Context: an optimization exercise on an open-source flow, tuned for a short achievable clock period. The choices shown serve that exercise and are no tape-out recipe. Only simulation tests tie the RTL to the original design; equivalence was not proved. No driver is modelled on the clock port, so clocking that relies on it looks cheaper here than on a real chip. Power and IR drop assume default switching activity.

== run a ==
Design core_complex_fabric, start of the top module:
module core_complex_fabric
(
  input  logic     clk_i,
  input  logic     rst_ni,
  input  offload_pkg::acc_req_t acc_req_i,
  input  logic     acc_valid_i,
  output logic     acc_ready_o,
  output offload_pkg::acc_rsp_t acc_rsp_o,
  output logic     acc_rsp_valid_o,
  input  logic     acc_rsp_ready_i,
  output offload_pkg::acc_req_t fpu_req_o,
  output logic     fpu_valid_o,
  input  logic     fpu_ready_i,
  input  offload_pkg::acc_rsp_t fpu_rsp_i,
  input  logic     fpu_rsp_valid_i,
  output logic     fpu_rsp_ready_o,
  output offload_pkg::acc_req_t hive_req_o,
  output logic     hive_valid_o,
  input  logic     hive_ready_i,
  input  offload_pkg::acc_rsp_t hive_rsp_i,
  input  logic     hive_rsp_valid_i,
  output logic     hive_rsp_ready_o,
  input  offload_pkg::addr_t    tcdm_base_i,
  input  offload_pkg::mem_req_t core_req_i,
  input  logic     core_valid_i,
  output logic     core_ready_o,
  output offload_pkg::mem_rsp_t core_rsp_o,
  output logic     core_rsp_valid_o,
  output offload_pkg::mem_req_t tcdm_req_o,
  output logic     tcdm_valid_o,
  input  logic     tcdm_ready_i,
  input  offload_pkg::mem_rsp_t tcdm_rsp_i,
  input  logic     tcdm_rsp_valid_i,
  output logic     tcdm_rsp_ready_o,
  output offload_pkg::mem_req_t soc_req_o,
  output logic     soc_valid_o,
  input  logic     soc_ready_i,
  input  offload_pkg::mem_rsp_t soc_rsp_i,
  input  logic     soc_rsp_valid_i,
  output logic     soc_rsp_ready_o
);
  offload_pkg::acc_req_t                   tgt_req;
  logic     [offload_pkg::NUM_TARGETS-1:0] tgt_valid, tgt_ready;
  offload_pkg::acc_rsp_t                   ssr_rsp;
  logic                       ssr_rsp_valid, ssr_rsp_valid_d;
  logic [offload_pkg::NUM_TARGETS*offload_pkg::ACC_RSP_W-1:0] src_rsp;
  logic                       ssr_we;
  logic [offload_pkg::NUM_SSRS*offload_pkg::NUM_SSR_REGS-1:0] ssr_sel;
  offload_pkg::acc_id_t       ssr_rid;
  logic     [offload_pkg::NUM_TARGETS-1:0] src_valid, src_ready;
  offload_req_stage i_offload_req_stage (
    .clk_i       (clk_i),
    .rst_ni      (rst_ni),
    .acc_req_i   (acc_req_i),
    .acc_valid_i (acc_valid_i),
    .acc_ready_o (acc_ready_o),
    .tgt_req_o   (tgt_req),
  ...
==> module mem_route, before the edit <==
module mem_route
(
  input  logic     clk_i,
  input  logic     rst_ni,
  input  offload_pkg::addr_t    tcdm_base_i,
  input  offload_pkg::mem_req_t core_req_i,
  input  logic     core_valid_i,
  output logic     core_ready_o,
  output offload_pkg::mem_rsp_t core_rsp_o,
  output logic     core_rsp_valid_o,
  output offload_pkg::mem_req_t tcdm_req_o,
  output logic     tcdm_valid_o,
  input  logic     tcdm_ready_i,
  input  offload_pkg::mem_rsp_t tcdm_rsp_i,
  input  logic     tcdm_rsp_valid_i,
  output logic     tcdm_rsp_ready_o,
  output offload_pkg::mem_req_t soc_req_o,
  output logic     soc_valid_o,
  input  logic     soc_ready_i,
  input  offload_pkg::mem_rsp_t soc_rsp_i,
  input  logic     soc_rsp_valid_i,
  output logic     soc_rsp_ready_o
);
  localparam int unsigned D = offload_pkg::MEM_RSP_DEPTH;
  logic [D-1:0] port_q;    
  logic [D-1:0] cnt_q;     
  logic         hr_tcdm_q, hr_soc_q;
  logic [D-1:0] port_a, port_d, cnt_a, cnt_d;
  logic [D:0]   cnt_ext;
  logic         is_tcdm;
  logic         push, pop;
  localparam int unsigned NSEL = 6;
  logic [NSEL-1:0] rsp_sel_t_q, rsp_sel_s_q;
  localparam int unsigned NB = 32 - offload_pkg::TCDM_ADDR_WIDTH;   
  logic [NB-1:0]   bit_eq;
  logic [3:0]      grp_ne;
  logic            pair_eq_a, pair_eq_b, win_ne_v, win_ne_r, win_ne_int;
  logic            vld_nf_n, tr_nf_n, sr_nf_n, not_full;
  for (genvar i = 0; i < NB; i++) begin : g_bit
    cc_xnor2 u_eq (.a(core_req_i.addr[offload_pkg::TCDM_ADDR_WIDTH+i]),
                   .b(tcdm_base_i[offload_pkg::TCDM_ADDR_WIDTH+i]), .y(bit_eq[i]));
  end
  cc_nand4 u_ne0 (.a(bit_eq[0]),  .b(bit_eq[1]),  .c(bit_eq[2]),  .d(bit_eq[3]),  .y(grp_ne[0]));
  cc_nand4 u_ne1 (.a(bit_eq[4]),  .b(bit_eq[5]),  .c(bit_eq[6]),  .d(bit_eq[7]),  .y(grp_ne[1]));
  cc_nand4 u_ne2 (.a(bit_eq[8]),  .b(bit_eq[9]),  .c(bit_eq[10]), .d(bit_eq[11]), .y(grp_ne[2]));
  cc_nand3 u_ne3 (.a(bit_eq[12]), .b(bit_eq[13]), .c(bit_eq[14]), .y(grp_ne[3]));
  cc_nor2  u_pair_a (.a(grp_ne[0]), .b(grp_ne[1]), .y(pair_eq_a));
  cc_nor2  u_pair_b (.a(grp_ne[2]), .b(grp_ne[3]), .y(pair_eq_b));
  cc_nand2 u_win_ne_v (.a(pair_eq_a), .b(pair_eq_b), .y(win_ne_v));
  cc_nand2 u_win_ne_r (.a(pair_eq_a), .b(pair_eq_b), .y(win_ne_r));
  cc_nand2 u_win_ne_int (.a(pair_eq_a), .b(pair_eq_b), .y(win_ne_int));
  assign not_full = ~cnt_q[D-1];
  cc_nand2 u_vld_nf (.a(core_valid_i), .b(not_full), .y(vld_nf_n));
  cc_nand2 u_tr_nf  (.a(tcdm_ready_i), .b(not_full), .y(tr_nf_n));
  cc_nand2 u_sr_nf  (.a(soc_ready_i),  .b(not_full), .y(sr_nf_n));
  assign is_tcdm = ~win_ne_int;
  assign tcdm_req_o   = core_req_i;
  assign soc_req_o    = core_req_i;
  cc_nor2  u_tcdm_vld (.a(win_ne_v), .b(vld_nf_n), .y(tcdm_valid_o));
  cc_a21oi u_soc_vld (.a1(pair_eq_a), .a2(pair_eq_b), .b1(vld_nf_n), .y(soc_valid_o));
  cc_mux2i u_ready (.s(win_ne_r), .a0(tr_nf_n), .a1(sr_nf_n), .y(core_ready_o));
  assign push         = core_valid_i & ~cnt_q[D-1] & (is_tcdm ? tcdm_ready_i : soc_ready_i);
  assign tcdm_rsp_ready_o = hr_tcdm_q;
  assign soc_rsp_ready_o  = hr_soc_q;
  assign core_rsp_valid_o = (tcdm_rsp_valid_i & hr_tcdm_q) | (soc_rsp_valid_i & hr_soc_q);
  for (genvar c = 0; c < NSEL; c++) begin : g_sel
    cc_dff u_sel_t (.clk_i(clk_i), .d_i(port_d[0]),  .q_o(rsp_sel_t_q[c]));
    cc_dff u_sel_s (.clk_i(clk_i), .d_i(~port_d[0]), .q_o(rsp_sel_s_q[c]));
  end
  for (genvar k = 0; k < 33; k++) begin : g_rsp
    cc_a22o u_rsp (.a1(tcdm_rsp_i[k]), .a2(rsp_sel_t_q[k % NSEL]),
                   .b1(soc_rsp_i[k]),  .b2(rsp_sel_s_q[k % NSEL]), .x(core_rsp_o[k]));
  end
  assign pop              = core_rsp_valid_o;
  always_comb begin
    if (pop) begin
      port_a = {1'b0, port_q[D-1:1]};
      cnt_a  = {1'b0, cnt_q[D-1:1]};
    end else begin
      port_a = port_q;
      cnt_a  = cnt_q;
    end
    port_d  = port_a;
    cnt_ext = {cnt_a, 1'b1};
    for (int unsigned k = 0; k < D; k++) begin
      if (push && !cnt_a[k] && cnt_ext[k]) begin
        port_d[k] = is_tcdm;
      end
    end
    cnt_d = push ? {cnt_a[D-2:0], 1'b1} : cnt_a;
  end
  always_ff @(posedge clk_i) begin
    if (rst_ni) begin
      cnt_q     <= '0;
      hr_tcdm_q <= 1'b0;
      hr_soc_q  <= 1'b0;
    end else begin
      cnt_q     <= cnt_d;
      hr_tcdm_q <= cnt_d[0] & port_d[0];
      hr_soc_q  <= cnt_d[0] & ~port_d[0];
    end
  end
  always_ff @(posedge clk_i) begin
    port_q <= port_d;
  end
endmodule
==> flow/config.mk <==
export PLATFORM = sky130hd
export DESIGN_NAME = core_complex_fabric
export DESIGN_NICKNAME = core_complex_fabric
export VERILOG_FILES = /design/flow/design.v
export SDC_FILE = /design/flow/constraint.sdc
export NUM_CORES = 4
export LEC_CHECK = 0
export ABC_CLOCK_PERIOD_IN_PS = 2500
export CAP_MARGIN = 20
export CORE_MARGIN = 2
export CORE_UTILIZATION = 40
export SETUP_SLACK_MARGIN = 2.5
export SLEW_MARGIN = 20
export SYNTH_HIERARCHICAL = 1
==> flow/constraint.sdc <==
create_clock -name core_clock -period 5.0 [get_ports {clk_i}]
set_input_delay 1.0000 -clock core_clock [delete_from_list [all_inputs] [get_ports {clk_i}]]
set_output_delay 1.0000 -clock core_clock [all_outputs]
set_load 0.01 [all_outputs]
standard.sh (not shown) runs the stock make flow with config.mk's settings and CLKGATE_MAP_FILE= SYNTH_SCRIPT=/design/flow/synth_recipe.tcl, a recipe that flattens the netlist after the stock synthesis.
==> flow/flow/run.sh <==
#!/bin/bash
# Own layout flow: the standard synthesis unchanged, then the
# standard ORFS layout with
#  - sizing not tied to cell footprints (MATCH_CELL_FOOTPRINT=0),
#  - delay cells kept out of the layout (added to DONT_USE_CELLS),
#  - the ports of the memory window compare kept together (io.tcl),
#  - a greedy gate-sizing pass after CTS and after global routing
#    (post_cts.tcl, post_grt.tcl, sizer.tcl).
# Each step's full output goes to a log in this folder (and ORFS's own
# per-step logs under orfs/logs).
set -euo pipefail
cd "$(dirname "$0")/.."
W=$PWD

# 1. Standard synthesis, unchanged
bash standard.sh synth > "$W/log_synth.txt" 2>&1

# 2. Layout: the standard make command with extra settings
export DONT_USE_CELLS="sky130_fd_sc_hd__clkdlybuf4s15_1 sky130_fd_sc_hd__clkdlybuf4s15_2 sky130_fd_sc_hd__clkdlybuf4s18_1 sky130_fd_sc_hd__clkdlybuf4s18_2 sky130_fd_sc_hd__clkdlybuf4s25_1 sky130_fd_sc_hd__clkdlybuf4s25_2 sky130_fd_sc_hd__clkdlybuf4s50_1 sky130_fd_sc_hd__clkdlybuf4s50_2 sky130_fd_sc_hd__dlymetal6s2s_1 sky130_fd_sc_hd__dlymetal6s4s_1 sky130_fd_sc_hd__dlymetal6s6s_1 sky130_fd_sc_hd__dlygate4sd1_1 sky130_fd_sc_hd__dlygate4sd2_1 sky130_fd_sc_hd__dlygate4sd3_1"
export PRE_IO_PLACEMENT_TCL="$W/flow/io.tcl"
export POST_CTS_TCL="$W/flow/post_cts.tcl"
export POST_GLOBAL_ROUTE_TCL="$W/flow/post_grt.tcl"
sed "s|\"\${@:-finish}\"|MATCH_CELL_FOOTPRINT=0 \"\${@:-finish}\"|" standard.sh > "$W/layout.sh"
bash "$W/layout.sh" finish > "$W/log_layout.txt" 2>&1
Other scripts of this flow, unchanged in this note and not shown: flow/flow/io.tcl, flow/flow/post_cts.tcl, flow/flow/post_grt.tcl, flow/flow/sizer.tcl
### run a -> run b
--- a/flow/design.v
+++ b/flow/design.v
@@ -335,38 +335,42 @@
   logic [D:0]   cnt_ext;
   logic         is_tcdm;
   logic         push, pop;
   localparam int unsigned NSEL = 6;
   logic [NSEL-1:0] rsp_sel_t_q, rsp_sel_s_q;
   localparam int unsigned NB = 32 - offload_pkg::TCDM_ADDR_WIDTH;   
-  logic [NB-1:0]   bit_eq;
-  logic [3:0]      grp_ne;
-  logic            pair_eq_a, pair_eq_b, win_ne_v, win_ne_r, win_ne_int;
+  localparam int unsigned NT = 4;   
+  logic [NT-1:0]   pair_eq_a, pair_eq_b;
+  logic            win_ne_v, win_ne_r, win_ne_int;
   logic            vld_nf_n, tr_nf_n, sr_nf_n, not_full;
-  for (genvar i = 0; i < NB; i++) begin : g_bit
-    cc_xnor2 u_eq (.a(core_req_i.addr[offload_pkg::TCDM_ADDR_WIDTH+i]),
-                   .b(tcdm_base_i[offload_pkg::TCDM_ADDR_WIDTH+i]), .y(bit_eq[i]));
+  for (genvar t = 0; t < NT; t++) begin : g_tree
+    logic [NB-1:0] bit_eq;
+    logic [3:0]    grp_ne;
+    for (genvar i = 0; i < NB; i++) begin : g_bit
+      cc_xnor2 u_eq (.a(core_req_i.addr[offload_pkg::TCDM_ADDR_WIDTH+i]),
+                     .b(tcdm_base_i[offload_pkg::TCDM_ADDR_WIDTH+i]), .y(bit_eq[i]));
+    end
+    cc_nand4 u_ne0 (.a(bit_eq[0]),  .b(bit_eq[1]),  .c(bit_eq[2]),  .d(bit_eq[3]),  .y(grp_ne[0]));
+    cc_nand4 u_ne1 (.a(bit_eq[4]),  .b(bit_eq[5]),  .c(bit_eq[6]),  .d(bit_eq[7]),  .y(grp_ne[1]));
+    cc_nand4 u_ne2 (.a(bit_eq[8]),  .b(bit_eq[9]),  .c(bit_eq[10]), .d(bit_eq[11]), .y(grp_ne[2]));
+    cc_nand3 u_ne3 (.a(bit_eq[12]), .b(bit_eq[13]), .c(bit_eq[14]), .y(grp_ne[3]));
+    cc_nor2  u_pair_a (.a(grp_ne[0]), .b(grp_ne[1]), .y(pair_eq_a[t]));
+    cc_nor2  u_pair_b (.a(grp_ne[2]), .b(grp_ne[3]), .y(pair_eq_b[t]));
   end
-  cc_nand4 u_ne0 (.a(bit_eq[0]),  .b(bit_eq[1]),  .c(bit_eq[2]),  .d(bit_eq[3]),  .y(grp_ne[0]));
-  cc_nand4 u_ne1 (.a(bit_eq[4]),  .b(bit_eq[5]),  .c(bit_eq[6]),  .d(bit_eq[7]),  .y(grp_ne[1]));
-  cc_nand4 u_ne2 (.a(bit_eq[8]),  .b(bit_eq[9]),  .c(bit_eq[10]), .d(bit_eq[11]), .y(grp_ne[2]));
-  cc_nand3 u_ne3 (.a(bit_eq[12]), .b(bit_eq[13]), .c(bit_eq[14]), .y(grp_ne[3]));
-  cc_nor2  u_pair_a (.a(grp_ne[0]), .b(grp_ne[1]), .y(pair_eq_a));
-  cc_nor2  u_pair_b (.a(grp_ne[2]), .b(grp_ne[3]), .y(pair_eq_b));
-  cc_nand2 u_win_ne_v (.a(pair_eq_a), .b(pair_eq_b), .y(win_ne_v));
-  cc_nand2 u_win_ne_r (.a(pair_eq_a), .b(pair_eq_b), .y(win_ne_r));
-  cc_nand2 u_win_ne_int (.a(pair_eq_a), .b(pair_eq_b), .y(win_ne_int));
+  cc_nand2 u_win_ne_v   (.a(pair_eq_a[0]), .b(pair_eq_b[0]), .y(win_ne_v));
+  cc_nand2 u_win_ne_r   (.a(pair_eq_a[2]), .b(pair_eq_b[2]), .y(win_ne_r));
+  cc_nand2 u_win_ne_int (.a(pair_eq_a[3]), .b(pair_eq_b[3]), .y(win_ne_int));
   assign not_full = ~cnt_q[D-1];
   cc_nand2 u_vld_nf (.a(core_valid_i), .b(not_full), .y(vld_nf_n));
   cc_nand2 u_tr_nf  (.a(tcdm_ready_i), .b(not_full), .y(tr_nf_n));
   cc_nand2 u_sr_nf  (.a(soc_ready_i),  .b(not_full), .y(sr_nf_n));
   assign is_tcdm = ~win_ne_int;
   assign tcdm_req_o   = core_req_i;
   assign soc_req_o    = core_req_i;
   cc_nor2  u_tcdm_vld (.a(win_ne_v), .b(vld_nf_n), .y(tcdm_valid_o));
-  cc_a21oi u_soc_vld (.a1(pair_eq_a), .a2(pair_eq_b), .b1(vld_nf_n), .y(soc_valid_o));
+  cc_a21oi u_soc_vld (.a1(pair_eq_a[1]), .a2(pair_eq_b[1]), .b1(vld_nf_n), .y(soc_valid_o));
   cc_mux2i u_ready (.s(win_ne_r), .a0(tr_nf_n), .a1(sr_nf_n), .y(core_ready_o));
   assign push         = core_valid_i & ~cnt_q[D-1] & (is_tcdm ? tcdm_ready_i : soc_ready_i);
   assign tcdm_rsp_ready_o = hr_tcdm_q;
   assign soc_rsp_ready_o  = hr_soc_q;
   assign core_rsp_valid_o = (tcdm_rsp_valid_i & hr_tcdm_q) | (soc_rsp_valid_i & hr_soc_q);
   for (genvar c = 0; c < NSEL; c++) begin : g_sel
Findings:
Summary — fraction of met3 tracks used by global routing, run b relative to run a: higher, by 0.36 points.
In terms of clock distribution area overhead in the final layout, run b and run a differ only marginally.
Relative to run a, combinational power has increased by about 2% in run b.
Global placer's final weighted congestion in run b vs run a: up about 1.8%
Full die area is higher on run b
Compared to run a, the router laid down less metal wire for run b.
The portion of total power attributed to combinational logic in run b sits 0.2 points above the value recorded for run a.
Sort run b and run a by sequential share of layout area asc -> top: run b
[compare] base=run a new=run b: clock period minus worst slack went down by 80 ps, die outline height now larger.

-- afterwards: timing with drivers on the ports --
Ports are ideal in the flow. The routed layouts listed here were re-timed in OpenROAD.
Step 1, drivers: a clkbuf_16 drives clk_i and a buf_2 each remaining input, both assumed.
Step 2 moves the port delays by t, midway between the first and last clock arrival at a register: inputs arrive t later, outputs are due t later. That takes back most of the time a late clock gives input paths.
Three values: no drivers, after step 1, after step 2; two values: the first two.
| run | shift t [ns] | setup WS [ns] | worst setup path at the end | clock arrival spread, ns | worst slew at a driven data input, ns |
|---|---|---|---|---|---|
| run a | 0.838 | 1.995 / 1.951 / 1.723 | input to register | 0.028 / 0.028 | 0.57 |
| run b | 0.856 | 2.075 / 2.014 / 1.690 | input to register | 0.053 / 0.054 | 0.66 |
After both steps every run listed still meets setup and hold. The setup slack of run b, which loses most, moves by -0.061 ns with the drivers and by -0.385 ns with both steps.
